Context: an optimization exercise on an open-source flow, tuned for small area, a short achievable clock period and few clock cycles per item. The choices shown serve that exercise and are no tape-out recipe. Function was checked by simulation only, so behaviour that the tests miss may differ from the original. Power is estimated from default activity; no workload was simulated.

red:
## pixel_histogram
module pixel_histogram #(
    parameter int CNT_W = 16,
    parameter int TOT_W = 24
) (
    input  logic             clk,
    input  logic             rst_n,
    input  logic             start,
    input  logic             in_valid,
    input  logic [7:0]       inbyte,
    input  logic             frame_end,
    output logic             in_ready,
    output logic             out_valid,
    input  logic             out_ready,
    output logic [7:0]       out_bin,
    output logic [CNT_W-1:0] out_count,
    output logic [TOT_W-1:0] pixel_total,
    output logic             busy,
    output logic             done
);
    logic             busy_q, idle_q, ir_q, dmp_q, done_q;
    logic [8:0]       dcnt_q;
    logic             ov_q;
    logic [7:0]       ob_q, obn_q;    
    logic [CNT_W-1:0] oc_q;
    logic [TOT_W-1:0] tot_q;
    logic start_take, take, fe_take, stall, xfer, last, issue;
    assign start_take = start && idle_q;
    assign take       = ir_q && in_valid;
    assign fe_take    = ir_q && frame_end;
    assign stall      = ov_q && !out_ready;
    assign xfer       = ov_q && out_ready;
    assign last       = xfer && (obn_q == 8'h00);
    assign issue      = dmp_q && !dcnt_q[8] && !stall;
    logic             a_v, a_d;
    logic [7:0]       a_addr;
    logic [15:0]      a_hi, a_lo, a_lon;
    logic             b_v, b_d, f1_q, f2_q;
    logic [7:0]       b_addr;
    logic [3:0][CNT_W-1:0] part_q;
    logic             c_v;
    logic [7:0]       c_addr;
    logic [CNT_W-1:0] c_val;
    logic             d_v;
    logic [7:0]       d_addr;
    logic [CNT_W-1:0] d_val;
    logic [255:0][CNT_W-1:0] mem;
    logic [7:0] ad;
    assign ad = issue ? dcnt_q[7:0] : inbyte;
    always_ff @(posedge clk) begin
        a_addr <= ad;
        for (int i = 0; i < 16; i++) begin
            a_hi[i] <= (ad[7:4] == i[3:0]);
            a_lo[i]  <= (ad[3:0] == i[3:0]);
            a_lon[i] <= (ad[3:0] != i[3:0]);
        end
    end
    logic [3:0][CNT_W-1:0] part_d;
    always_comb begin
        for (int g = 0; g < 4; g++) begin
  ...
Size: about 8600 cells after synthesis, about 4400 flip-flops, roughly 66 I/O pins.
==> module pixel_histogram, before the edit <==
module pixel_histogram #(
    parameter int CNT_W = 16,
    parameter int TOT_W = 24
) (
    input  logic             clk,
    input  logic             rst_n,
    input  logic             start,
    input  logic             in_valid,
    input  logic [7:0]       inbyte,
    input  logic             frame_end,
    output logic             in_ready,
    output logic             out_valid,
    input  logic             out_ready,
    output logic [7:0]       out_bin,
    output logic [CNT_W-1:0] out_count,
    output logic [TOT_W-1:0] pixel_total,
    output logic             busy,
    output logic             done
);
    logic             busy_q, idle_q, ir_q, dmp_q, done_q;
    logic [8:0]       dcnt_q;
    logic             ov_q;
    logic [7:0]       ob_q, obn_q;    
    logic [CNT_W-1:0] oc_q;
    logic [TOT_W-1:0] tot_q;
    logic start_take, take, fe_take, stall, xfer, last, issue;
    assign start_take = start && idle_q;
    assign take       = ir_q && in_valid;
    assign fe_take    = ir_q && frame_end;
    assign stall      = ov_q && !out_ready;
    assign xfer       = ov_q && out_ready;
    assign last       = xfer && (obn_q == 8'h00);
    assign issue      = dmp_q && !dcnt_q[8] && !stall;
    logic             a_v, a_d;
    logic [7:0]       a_addr;
    logic [15:0]      a_hi, a_lo, a_lon;
    logic             b_v, b_d, f1_q, f2_q;
    logic [7:0]       b_addr;
    logic [3:0][CNT_W-1:0] part_q;
    logic             c_v;
    logic [7:0]       c_addr;
    logic [CNT_W-1:0] c_val;
    logic             d_v;
    logic [7:0]       d_addr;
    logic [CNT_W-1:0] d_val;
    logic [255:0][CNT_W-1:0] mem;
    logic [7:0] ad;
    assign ad = issue ? dcnt_q[7:0] : inbyte;
    always_ff @(posedge clk) begin
        a_addr <= ad;
        for (int i = 0; i < 16; i++) begin
            a_hi[i] <= (ad[7:4] == i[3:0]);
            a_lo[i]  <= (ad[3:0] == i[3:0]);
            a_lon[i] <= (ad[3:0] != i[3:0]);
        end
    end
    logic [3:0][CNT_W-1:0] part_d;
    always_comb begin
        for (int g = 0; g < 4; g++) begin
            part_d[g] = '0;
            for (int h = 0; h < 4; h++) begin
                logic [CNT_W-1:0] row;
                row = '0;
                for (int l = 0; l < 16; l++) begin
                    if (g < 2) row = row | (mem[(4*g+h)*16+l] & {CNT_W{a_lo[l]}});
                    else       row = row | (mem[(4*g+h)*16+l] & {CNT_W{!a_lon[l]}});
                end
                part_d[g] = part_d[g] | (row & {CNT_W{a_hi[4*g+h]}});
            end
        end
    end
    always_ff @(posedge clk) begin
        part_q <= part_d;
        b_addr <= a_addr;
        f1_q   <= b_v && (a_addr == b_addr);
        f2_q   <= c_v && (a_addr == c_addr);
    end
    function automatic logic [CNT_W-1:0] sat_inc(input logic [CNT_W-1:0] v);
        sat_inc = (&v) ? v : v + 1'b1;
    endfunction
    logic [CNT_W-1:0] rd, cur, nxt;
    assign rd  = part_q[0] | part_q[1] | part_q[2] | part_q[3];
    assign cur = f1_q ? c_val : (f2_q ? d_val : rd);
    assign nxt = f1_q ? sat_inc(c_val) : (f2_q ? sat_inc(d_val) : sat_inc(rd));
    logic [CNT_W-1:0] w_val;
    always_ff @(posedge clk) begin
        c_addr <= b_addr;
        c_val  <= nxt;
        w_val  <= b_v ? nxt : '0;
        d_addr <= c_addr;
        d_val  <= c_val;
    end
    logic [15:0] w_hi, w_lo, w_hin, w_lon;
    always_ff @(posedge clk) begin
        for (int i = 0; i < 16; i++) begin
            w_hi[i]  <= idle_q || (b_v && (b_addr[7:4] == i[3:0]));
            w_lo[i]  <= idle_q || (b_v && (b_addr[3:0] == i[3:0]));
            w_hin[i] <= !idle_q && !(b_v && (b_addr[7:4] == i[3:0]));
            w_lon[i] <= !idle_q && !(b_v && (b_addr[3:0] == i[3:0]));
        end
    end
    for (genvar w = 0; w < 256; w++) begin : g_word
        always_ff @(posedge clk) begin
            if ((w % 16 < 8 ? w_hi[w/16] : !w_hin[w/16]) &&
                (w / 16 < 8 ? w_lo[w%16] : !w_lon[w%16])) mem[w] <= w_val;
        end
    end
    always_ff @(posedge clk or negedge rst_n) begin
        if (!rst_n) begin
            busy_q <= 1'b0;
            idle_q <= 1'b1;
            ir_q   <= 1'b0;
            dmp_q  <= 1'b0;
            done_q <= 1'b0;
            dcnt_q <= 9'd0;
            a_v    <= 1'b0;
            a_d    <= 1'b0;
            b_v    <= 1'b0;
            b_d    <= 1'b0;
            c_v    <= 1'b0;
            d_v    <= 1'b0;
            ov_q   <= 1'b0;
            ob_q   <= 8'd0;
            obn_q  <= 8'd1;
            oc_q   <= '0;
            tot_q  <= '0;
        end else begin
            done_q <= last;
            if (start_take) begin
                busy_q <= 1'b1;
                idle_q <= 1'b0;
                ir_q   <= 1'b1;
            end
            if (fe_take) begin
                ir_q   <= 1'b0;
                dmp_q  <= 1'b1;
                dcnt_q <= 9'd0;
            end else if (stall) begin
                dcnt_q <= {(obn_q == 8'h00), obn_q};
            end else if (issue) begin
                dcnt_q <= dcnt_q + 9'd1;
            end
            if (last) begin
                busy_q <= 1'b0;
                idle_q <= 1'b1;
                dmp_q  <= 1'b0;
            end
            a_v <= take;
            a_d <= issue;
            b_v <= a_v;
            b_d <= a_d && !stall;
            c_v <= b_v;
            d_v <= c_v;
            if (!stall) begin
                ov_q <= b_d;
                if (b_d) oc_q <= cur;
            end
            if (xfer) begin
                ob_q  <= obn_q;
                obn_q <= obn_q + 8'd1;
            end
            if (start_take) tot_q <= '0;
            else if (a_v && !(&tot_q)) tot_q <= tot_q + 1'b1;
        end
    end
    assign in_ready    = ir_q;
    assign out_valid   = ov_q;
    assign out_bin     = ob_q;
    assign out_count   = oc_q;
    assign pixel_total = tot_q;
    assign busy        = busy_q;
    assign done        = done_q;
endmodule
export LEC_CHECK = 0
export CAP_MARGIN = 20
export CORE_MARGIN = 2
export CORE_UTILIZATION = 60
export CTS_CLUSTER_DIAMETER = 80
export CTS_CLUSTER_SIZE = 25
export SETUP_SLACK_MARGIN = 3.5
export SLEW_MARGIN = 20
create_clock -name core_clock -period 6.0 [get_ports {clk}]
run.sh (not shown) runs the stock make flow with config.mk's settings and CLKGATE_MAP_FILE= SYNTH_SCRIPT=/design/flow/synth_recipe.tcl, a recipe that flattens the netlist after the stock synthesis.
Testbench counts of red, summed over its fixed seeds: cycles 84,147, pixels 63,825.
The following lists how blue was set up differently from red:
diff --git a/flow/design.v b/flow/design.v
--- a/flow/design.v
+++ b/flow/design.v
@@ -91,17 +91,14 @@
         d_val  <= c_val;
     end
-    logic [15:0] w_hi, w_lo, w_hin, w_lon;
+    logic [15:0] w_hi, w_lo;
     always_ff @(posedge clk) begin
         for (int i = 0; i < 16; i++) begin
-            w_hi[i]  <= idle_q || (b_v && (b_addr[7:4] == i[3:0]));
-            w_lo[i]  <= idle_q || (b_v && (b_addr[3:0] == i[3:0]));
-            w_hin[i] <= !idle_q && !(b_v && (b_addr[7:4] == i[3:0]));
-            w_lon[i] <= !idle_q && !(b_v && (b_addr[3:0] == i[3:0]));
+            w_hi[i] <= idle_q || (b_v && (b_addr[7:4] == i[3:0]));
+            w_lo[i] <= idle_q || (b_v && (b_addr[3:0] == i[3:0]));
         end
     end
     for (genvar w = 0; w < 256; w++) begin : g_word
         always_ff @(posedge clk) begin
-            if ((w % 16 < 8 ? w_hi[w/16] : !w_hin[w/16]) &&
-                (w / 16 < 8 ? w_lo[w%16] : !w_lon[w%16])) mem[w] <= w_val;
+            if (w_hi[w/16] && w_lo[w%16]) mem[w] <= w_val;
         end
     end
### Flow results
[flow] blue | stages: complete | final checks: fail | reason: antenna violations
| maximum clock rate | blue vs red | better |
Worst reg2reg path depth, blue and red, lower one = blue.
Relative area change from synthesis to final layout was lower in the run labelled blue.
When the final numbers for blue and red were put side by side, the share of the core filled with cells turned out to be greater in red.
[compare] base=red new=blue: number of buffers outside the clock class in the layout lower, relative contribution of combinational cells to total power -1.9 points.
From red to blue the numbers moved as follows: synthesized area barely changed; number of buffer and inverter stages on the critical path barely changed.
Testbench counts of blue, summed over its fixed seeds: cycles 84,147, pixels 63,825.

* * *

pixel_histogram, a different RTL version from the one above (not shown whole).
For scale: roughly 8500 cells after synthesis, roughly 4400 flip-flops.
==> module pixel_histogram, before the edit <==
module pixel_histogram #(
    parameter int CNT_W = 16,
    parameter int TOT_W = 24
) (
    input  logic             clk,
    input  logic             rst_n,
    input  logic             start,
    input  logic             in_valid,
    input  logic [7:0]       inbyte,
    input  logic             frame_end,
    output logic             in_ready,
    output logic             out_valid,
    input  logic             out_ready,
    output logic [7:0]       out_bin,
    output logic [CNT_W-1:0] out_count,
    output logic [TOT_W-1:0] pixel_total,
    output logic             busy,
    output logic             done
);
    logic             busy_q, ir_q, dmp_q, done_q;
    logic [8:0]       dcnt_q;
    logic             ov_q;
    logic [7:0]       ob_q;
    logic [CNT_W-1:0] oc_q;
    logic [TOT_W-1:0] tot_q;
    logic start_take, take, fe_take, stall, xfer, last, issue;
    assign start_take = start && !busy_q;
    assign take       = ir_q && in_valid;
    assign fe_take    = ir_q && frame_end;
    assign stall      = ov_q && !out_ready;
    assign xfer       = ov_q && out_ready;
    assign last       = xfer && (ob_q == 8'hFF);
    assign issue      = dmp_q && !dcnt_q[8] && !stall;
    logic             a_v, a_d;
    logic [7:0]       a_addr;
    logic [15:0]      a_hi, a_lo;
    logic             b_v, b_d, f1_q, f2_q;
    logic [7:0]       b_addr;
    logic [3:0][CNT_W-1:0] part_q;
    logic             c_v;
    logic [7:0]       c_addr;
    logic [CNT_W-1:0] c_val;
    logic             d_v;
    logic [7:0]       d_addr;
    logic [CNT_W-1:0] d_val;
    logic [255:0][CNT_W-1:0] mem;
    logic [7:0] ad;
    assign ad = issue ? dcnt_q[7:0] : inbyte;
    always_ff @(posedge clk) begin
        a_addr <= ad;
        for (int i = 0; i < 16; i++) begin
            a_hi[i] <= (ad[7:4] == i[3:0]);
            a_lo[i] <= (ad[3:0] == i[3:0]);
        end
    end
    logic [3:0][CNT_W-1:0] part_d;
    always_comb begin
        for (int g = 0; g < 4; g++) begin
            part_d[g] = '0;
            for (int h = 0; h < 4; h++) begin
                logic [CNT_W-1:0] row;
                row = '0;
                for (int l = 0; l < 16; l++) begin
                    row = row | (mem[(4*g+h)*16+l] & {CNT_W{a_lo[l]}});
                end
                part_d[g] = part_d[g] | (row & {CNT_W{a_hi[4*g+h]}});
            end
        end
    end
    always_ff @(posedge clk) begin
        part_q <= part_d;
        b_addr <= a_addr;
        f1_q   <= b_v && (a_addr == b_addr);
        f2_q   <= c_v && (a_addr == c_addr);
    end
    function automatic logic [CNT_W-1:0] sat_inc(input logic [CNT_W-1:0] v);
        sat_inc = (&v) ? v : v + 1'b1;
    endfunction
    logic [CNT_W-1:0] rd, cur, nxt;
    assign rd  = part_q[0] | part_q[1] | part_q[2] | part_q[3];
    assign cur = f1_q ? c_val : (f2_q ? d_val : rd);
    assign nxt = f1_q ? sat_inc(c_val) : (f2_q ? sat_inc(d_val) : sat_inc(rd));
    logic [CNT_W-1:0] w_val;
    always_ff @(posedge clk) begin
        c_addr <= b_addr;
        c_val  <= nxt;
        w_val  <= b_v ? nxt : '0;
        d_addr <= c_addr;
        d_val  <= c_val;
    end
    logic [15:0] w_hi, w_lo;
    always_ff @(posedge clk) begin
        for (int i = 0; i < 16; i++) begin
            w_hi[i] <= !busy_q || (b_v && (b_addr[7:4] == i[3:0]));
            w_lo[i] <= !busy_q || (b_v && (b_addr[3:0] == i[3:0]));
        end
    end
    for (genvar w = 0; w < 256; w++) begin : g_word
        always_ff @(posedge clk) begin
            if (w_hi[w/16] && w_lo[w%16]) mem[w] <= w_val;
        end
    end
    always_ff @(posedge clk or negedge rst_n) begin
        if (!rst_n) begin
            busy_q <= 1'b0;
            ir_q   <= 1'b0;
            dmp_q  <= 1'b0;
            done_q <= 1'b0;
            dcnt_q <= 9'd0;
            a_v    <= 1'b0;
            a_d    <= 1'b0;
            b_v    <= 1'b0;
            b_d    <= 1'b0;
            c_v    <= 1'b0;
            d_v    <= 1'b0;
            ov_q   <= 1'b0;
            ob_q   <= 8'd0;
            oc_q   <= '0;
            tot_q  <= '0;
        end else begin
            done_q <= last;
            if (start_take) begin
                busy_q <= 1'b1;
                ir_q   <= 1'b1;
            end
            if (fe_take) begin
                ir_q   <= 1'b0;
                dmp_q  <= 1'b1;
                dcnt_q <= 9'd0;
            end else if (stall) begin
                dcnt_q <= {1'b0, ob_q} + 9'd1;
            end else if (issue) begin
                dcnt_q <= dcnt_q + 9'd1;
            end
            if (last) begin
                busy_q <= 1'b0;
                dmp_q  <= 1'b0;
            end
            a_v <= take;
            a_d <= issue;
            b_v <= a_v;
            b_d <= a_d && !stall;
            c_v <= b_v;
            d_v <= c_v;
            if (!stall) begin
                ov_q <= b_d;
                if (b_d) oc_q <= cur;
            end
            if (xfer) ob_q <= ob_q + 8'd1;
            if (start_take) tot_q <= '0;
            else if (a_v && !(&tot_q)) tot_q <= tot_q + 1'b1;
        end
    end
    assign in_ready    = ir_q;
    assign out_valid   = ov_q;
    assign out_bin     = ob_q;
    assign out_count   = oc_q;
    assign pixel_total = tot_q;
    assign busy        = busy_q;
    assign done        = done_q;
endmodule
clock: 6.0 ns
lec_check: 0
cap_margin: 20
core_margin: 2
core_utilization: 60
cts_cluster_diameter: 80
cts_cluster_size: 25
setup_slack_margin: 3.5
slew_margin: 20
The baseline went through all stages and came out clean.
Testbench counts at the start, summed over its fixed seeds: cycles 84,147, pixels 63,825.
Edit:
--- a/flow/design.v
+++ b/flow/design.v
@@ -17,14 +17,14 @@
     output logic             busy,
     output logic             done
 );
-    logic             busy_q, ir_q, dmp_q, done_q;
+    logic             busy_q, idle_q, ir_q, dmp_q, done_q;
     logic [8:0]       dcnt_q;
     logic             ov_q;
     logic [7:0]       ob_q;
     logic [CNT_W-1:0] oc_q;
     logic [TOT_W-1:0] tot_q;
     logic start_take, take, fe_take, stall, xfer, last, issue;
-    assign start_take = start && !busy_q;
+    assign start_take = start && idle_q;
     assign take       = ir_q && in_valid;
     assign fe_take    = ir_q && frame_end;
     assign stall      = ov_q && !out_ready;
@@ -33,7 +33,7 @@
     assign issue      = dmp_q && !dcnt_q[8] && !stall;
     logic             a_v, a_d;
     logic [7:0]       a_addr;
-    logic [15:0]      a_hi, a_lo;
+    logic [15:0]      a_hi, a_lo, a_lon;
     logic             b_v, b_d, f1_q, f2_q;
     logic [7:0]       b_addr;
     logic [3:0][CNT_W-1:0] part_q;
@@ -50,7 +50,8 @@
         a_addr <= ad;
         for (int i = 0; i < 16; i++) begin
             a_hi[i] <= (ad[7:4] == i[3:0]);
-            a_lo[i] <= (ad[3:0] == i[3:0]);
+            a_lo[i]  <= (ad[3:0] == i[3:0]);
+            a_lon[i] <= (ad[3:0] != i[3:0]);
         end
     end
     logic [3:0][CNT_W-1:0] part_d;
@@ -61,7 +62,8 @@
                 logic [CNT_W-1:0] row;
                 row = '0;
                 for (int l = 0; l < 16; l++) begin
-                    row = row | (mem[(4*g+h)*16+l] & {CNT_W{a_lo[l]}});
+                    if (g < 2) row = row | (mem[(4*g+h)*16+l] & {CNT_W{a_lo[l]}});
+                    else       row = row | (mem[(4*g+h)*16+l] & {CNT_W{!a_lon[l]}});
                 end
                 part_d[g] = part_d[g] | (row & {CNT_W{a_hi[4*g+h]}});
             end
@@ -91,8 +93,8 @@
     logic [15:0] w_hi, w_lo;
     always_ff @(posedge clk) begin
         for (int i = 0; i < 16; i++) begin
-            w_hi[i] <= !busy_q || (b_v && (b_addr[7:4] == i[3:0]));
-            w_lo[i] <= !busy_q || (b_v && (b_addr[3:0] == i[3:0]));
+            w_hi[i] <= idle_q || (b_v && (b_addr[7:4] == i[3:0]));
+            w_lo[i] <= idle_q || (b_v && (b_addr[3:0] == i[3:0]));
         end
     end
     for (genvar w = 0; w < 256; w++) begin : g_word
@@ -103,6 +105,7 @@
     always_ff @(posedge clk or negedge rst_n) begin
         if (!rst_n) begin
             busy_q <= 1'b0;
+            idle_q <= 1'b1;
             ir_q   <= 1'b0;
             dmp_q  <= 1'b0;
             done_q <= 1'b0;
@@ -121,6 +124,7 @@
             done_q <= last;
             if (start_take) begin
                 busy_q <= 1'b1;
+                idle_q <= 1'b0;
                 ir_q   <= 1'b1;
             end
             if (fe_take) begin
@@ -134,6 +138,7 @@
             end
             if (last) begin
                 busy_q <= 1'b0;
+                idle_q <= 1'b1;
                 dmp_q  <= 1'b0;
             end
             a_v <= take;
=> Sequential power stays flat; non-clock buffer count falls by 51; design area barely changes; worst setup slack loses 0.14 ns; synthesized area rises slightly.
Testbench counts after the change, summed over its fixed seeds: cycles 84,147, pixels 63,825.

## port drivers added, routing unchanged
No port has a modelled driver above. Below, the same layouts with a new extraction and two added sets of constraints. Step 1, drivers: a clkbuf_16 drives clk and a buf_2 each remaining input, both assumed. Step 2 moves the port delays by t, midway between the first and last clock arrival at a register: inputs arrive t later, outputs are due t later. That takes back most of the time a late clock gives input paths. a / b / c = ideal / step 1 / step 2; a / b = the first two.
run | t, ns | slack for setup (ns) | worst register clock-pin slew, ns | cell pins on the clock port's net
red | 1.019 | 3.232 / 3.136 / 2.674 | 0.11 / 0.11 | 1
blue | 0.985 | 3.243 / 3.137 / 2.561 | 0.11 / 0.11 | 1
the first run of note 2 | 0.978 | 3.307 / 3.239 / 2.631 | 0.11 / 0.11 | 1
the second run of note 2 | 1.000 | 3.163 / 3.065 / 2.887 | 0.11 / 0.11 | 1
The setup slack of blue, which loses most, moves by -0.106 ns with the drivers and by -0.682 ns with both steps.
